This design comes from an exercise in tuning for small area and a short achievable clock period on the open sky130 flow, not from production work.
Power is estimated from default activity; no workload was simulated.

## the reference run
==> flow/design.v <==
module gs_aoi222 (
    input  logic a0, b0, a1, b1, a2, b2,
    output logic y
);
    assign y = ~((a0 & b0) | (a1 & b1) | (a2 & b2));
endmodule
module gs_nand4 (
    input  logic a, b, c, d,
    output logic y
);
    assign y = ~(a & b & c & d);
endmodule
module gs_nor2 (
    input  logic a, b,
    output logic y
);
    assign y = ~(a | b);
endmodule
module gs_read_bit (
    input  logic [191:0] sel,
    input  logic [191:0] d,
    output logic         y_n
);
    logic [63:0] l1;
    logic [15:0] l2;
    logic [7:0]  l3;
    logic [1:0]  l4;
    for (genvar i = 0; i < 64; i++) begin : g_l1
        gs_aoi222 u (.a0(sel[3*i]), .b0(d[3*i]), .a1(sel[3*i+1]), .b1(d[3*i+1]),
                     .a2(sel[3*i+2]), .b2(d[3*i+2]), .y(l1[i]));
    end
    for (genvar i = 0; i < 16; i++) begin : g_l2
        gs_nand4 u (.a(l1[4*i]), .b(l1[4*i+1]), .c(l1[4*i+2]), .d(l1[4*i+3]), .y(l2[i]));
    end
    for (genvar i = 0; i < 8; i++) begin : g_l3
        gs_nor2 u (.a(l2[2*i]), .b(l2[2*i+1]), .y(l3[i]));
    end
    for (genvar i = 0; i < 2; i++) begin : g_l4
        gs_nand4 u (.a(l3[4*i]), .b(l3[4*i+1]), .c(l3[4*i+2]), .d(l3[4*i+3]), .y(l4[i]));
    end
    gs_nor2 u_l5 (.a(l4[0]), .b(l4[1]), .y(y_n));
endmodule
module gs_rd_sel_next #(
    parameter int Words = 96
) (
    input  logic               load,       
    input  logic               step,       
    input  logic               new_bank,   
    input  logic [2*Words-1:0] sel_q,
    output logic [2*Words-1:0] sel_d
);
    always_comb begin
        for (int i = 0; i < 2 * Words; i++) begin
            if (load)      sel_d[i] = (i == 2 * (Words - 2) + int'(new_bank));
            else if (step) sel_d[i] = (i + 2 < 2 * Words) ? sel_q[i+2] : 1'b0;
            else           sel_d[i] = sel_q[i];
        end
    end
endmodule
module tlc5955_gs_buffer #(
    parameter int DaisyChain = 2,
    parameter int AddrWidth  = 7
) (
    input  logic                 clk,
    input  logic                 reset,
    input  logic                 wr_en,
    input  logic [AddrWidth-1:0] wr_addr,
    input  logic [15:0]          wr_data,
    input  logic                 swap,
    output logic                 swap_pending,
    output logic                 front_bank,
    output logic                 spi_transfer,
    input  logic                 spi_busy,
    input  logic                 next_data,
    output logic [15:0]          data_out,
    output logic                 underrun
);
    localparam int Words  = 48 * DaisyChain;    
    localparam logic [AddrWidth-1:0] LastAddr = AddrWidth'(Words - 1);
    typedef enum logic [1:0] {IDLE, ARM, STREAM} state_t;
    state_t      state_q;
    state_t      state_d;
    logic        start;
    logic        active;
    logic        drained;
    logic        pop;
    logic        last_pop;
    logic        at_zero;            
    logic [2*Words-1:0] rd_sel_q;    
    logic [2*Words-1:0] rd_sel_d;
    logic        pulse;              
    logic [15:0] ram [2][Words];
    logic [15:0] wr_grp;
    logic [7:0]  wr_sub [2];
    logic        fb_int;             
    logic [15:0] nxt_word_n;        
    logic [15:0] top_word;
    always_comb begin
        state_d = state_q;
        start   = 1'b0;
        unique case (state_q)
            IDLE: begin
                if (swap_pending || swap) begin
                    start   = 1'b1;
                    state_d = ARM;
                end
            end
            ARM: begin
                if (spi_busy) state_d = STREAM;
            end
            STREAM: begin
                if (!spi_busy) state_d = IDLE;
            end
            default: state_d = IDLE;
        endcase
    end
    always_comb begin
        active   = (state_q != IDLE);
        pop      = next_data && active && !drained;
        last_pop = pop && at_zero;
        top_word = fb_int ? ram[1][Words-1] : ram[0][Words-1];
    end
    for (genvar j = 0; j < 16; j++) begin : g_rd
        logic [2*Words-1:0] d;
        for (genvar w = 0; w < Words; w++) begin : g_w
            assign d[2*w]   = ram[0][w][j];
            assign d[2*w+1] = ram[1][w][j];
        end
        gs_read_bit u_bit (.sel(rd_sel_q), .d(d), .y_n(nxt_word_n[j]));
    end
    always_comb begin
        for (int g = 0; g < 16; g++) wr_grp[g] = wr_en && (wr_addr[6:3] == 4'(g));
        for (int s = 0; s < 8; s++) begin
            wr_sub[0][s] = fb_int && (wr_addr[2:0] == 3'(s));
            wr_sub[1][s] = !fb_int && (wr_addr[2:0] == 3'(s));
        end
    end
    for (genvar b = 0; b < 2; b++) begin : g_bank
        for (genvar w = 0; w < Words; w++) begin : g_word
            always_ff @(posedge clk) begin
                if (wr_grp[w/8] && wr_sub[b][w%8]) ram[b][w] <= wr_data;
            end
        end
    end
    gs_rd_sel_next #(.Words(Words)) u_sel_next (
        .load(start), .step(pop && !at_zero), .new_bank(!fb_int),
        .sel_q(rd_sel_q), .sel_d(rd_sel_d)
    );
    always_ff @(posedge clk) begin
        rd_sel_q <= rd_sel_d;
        pulse    <= start;
        if (start) begin
            at_zero  <= 1'b0;
            drained  <= 1'b0;
        end else if (pop) begin
            if (at_zero) drained <= 1'b1;
            else         at_zero <= rd_sel_q[0] || rd_sel_q[1];
        end
    end
    always_ff @(posedge clk) begin
        if (reset) begin
            state_q      <= IDLE;
            front_bank   <= 1'b0;
            fb_int       <= 1'b0;
            swap_pending <= 1'b0;
            spi_transfer <= 1'b0;
            underrun     <= 1'b0;
            data_out     <= '0;
        end else begin
            state_q      <= state_d;
            spi_transfer <= start;
            if (start) begin
                front_bank   <= ~front_bank;
                fb_int       <= ~fb_int;
                swap_pending <= 1'b0;
            end else if (swap) begin
                swap_pending <= 1'b1;
            end
            if (next_data && (!active || drained)) underrun <= 1'b1;
            if (!active || drained || last_pop) data_out <= '0;
            else if (pop)                       data_out <= ~nxt_word_n;
            else if (pulse)                     data_out <= top_word;
        end
    end
endmodule
clock: 5.2 ns
lec_check: 0
cap_margin: 20
core_margin: 2
core_utilization: 65
cts_cluster_diameter: 80
cts_cluster_size: 24
place_density: 0.75
setup_slack_margin: 2.8
slew_margin: 20
synth_hierarchical: 1
synth_minimum_keep_size: 0
run.sh (not shown) runs the stock make flow with config.mk's settings and CLKGATE_MAP_FILE= SYNTH_SCRIPT=/design/flow/synth_recipe.tcl, a recipe that flattens the netlist after the stock synthesis.
The reference run ended with every stage complete and zero timing, DRC or antenna violations.
Edits applied to the flow inputs when going from the reference run to the trial run:
# the reference run
export LEC_CHECK = 0
export CAP_MARGIN = 20
export CORE_MARGIN = 2
export CORE_UTILIZATION = 65
export CTS_CLUSTER_DIAMETER = 80
export CTS_CLUSTER_SIZE = 24
export PLACE_DENSITY = 0.75
export SETUP_SLACK_MARGIN = 2.8
export SLEW_MARGIN = 20
export SYNTH_HIERARCHICAL = 1
export SYNTH_MINIMUM_KEEP_SIZE = 0
create_clock -name core_clock -period 5.2 [get_ports {clk}]
# the trial run
export LEC_CHECK = 0
export CAP_MARGIN = 20
export CORE_MARGIN = 2
export CORE_UTILIZATION = 55
export CTS_CLUSTER_DIAMETER = 80
export CTS_CLUSTER_SIZE = 24
export SETUP_SLACK_MARGIN = 2.8
export SLEW_MARGIN = 20
export SYNTH_HIERARCHICAL = 1
export SYNTH_MINIMUM_KEEP_SIZE = 0
create_clock -name core_clock -period 5.2 [get_ports {clk}]
## What came out
The trial run against the reference run: fraction of power consumed by combinational cells about even, worst setup slack went down 0.023 ns, detailed-route wire length on metal 1 increased by 20000 µm relative to the old numbers. Area of the die (lower): the reference run. Between the reference run and the trial run, the total non-filler cell area in the finished layout figures differ only marginally.
No functional check of the RTL was part of any run of this note.

==> re-timing with driven ports <==
Ports are ideal in the flow. The routed layouts listed here were re-timed in OpenROAD. Step 1: set_driving_cell puts a clkbuf_16 on clk and a buf_2 on each other input, an assumption about the parent block. Step 2 moves the port delays by t, midway between the first and last clock arrival at a register: inputs arrive t later, outputs are due t later. That takes back most of the time a late clock gives input paths. Slacks: no drivers / after step 1 / after step 2; pairs: no drivers / after step 1.
run | t, ns | setup slack, ns | worst setup path at the end | worst data-port slew with drivers (ns) | pins driven straight from the clock port
the reference run | 0.924 | 2.214 / 2.214 / 1.892 | input to register | 0.18 | 1
the trial run | 0.929 | 2.191 / 2.191 / 1.829 | input to register | 0.21 | 1
After both steps every run listed still meets setup and hold. The setup slack of the trial run, which loses most, moves by 0.000 ns with the drivers and by -0.362 ns with both steps.
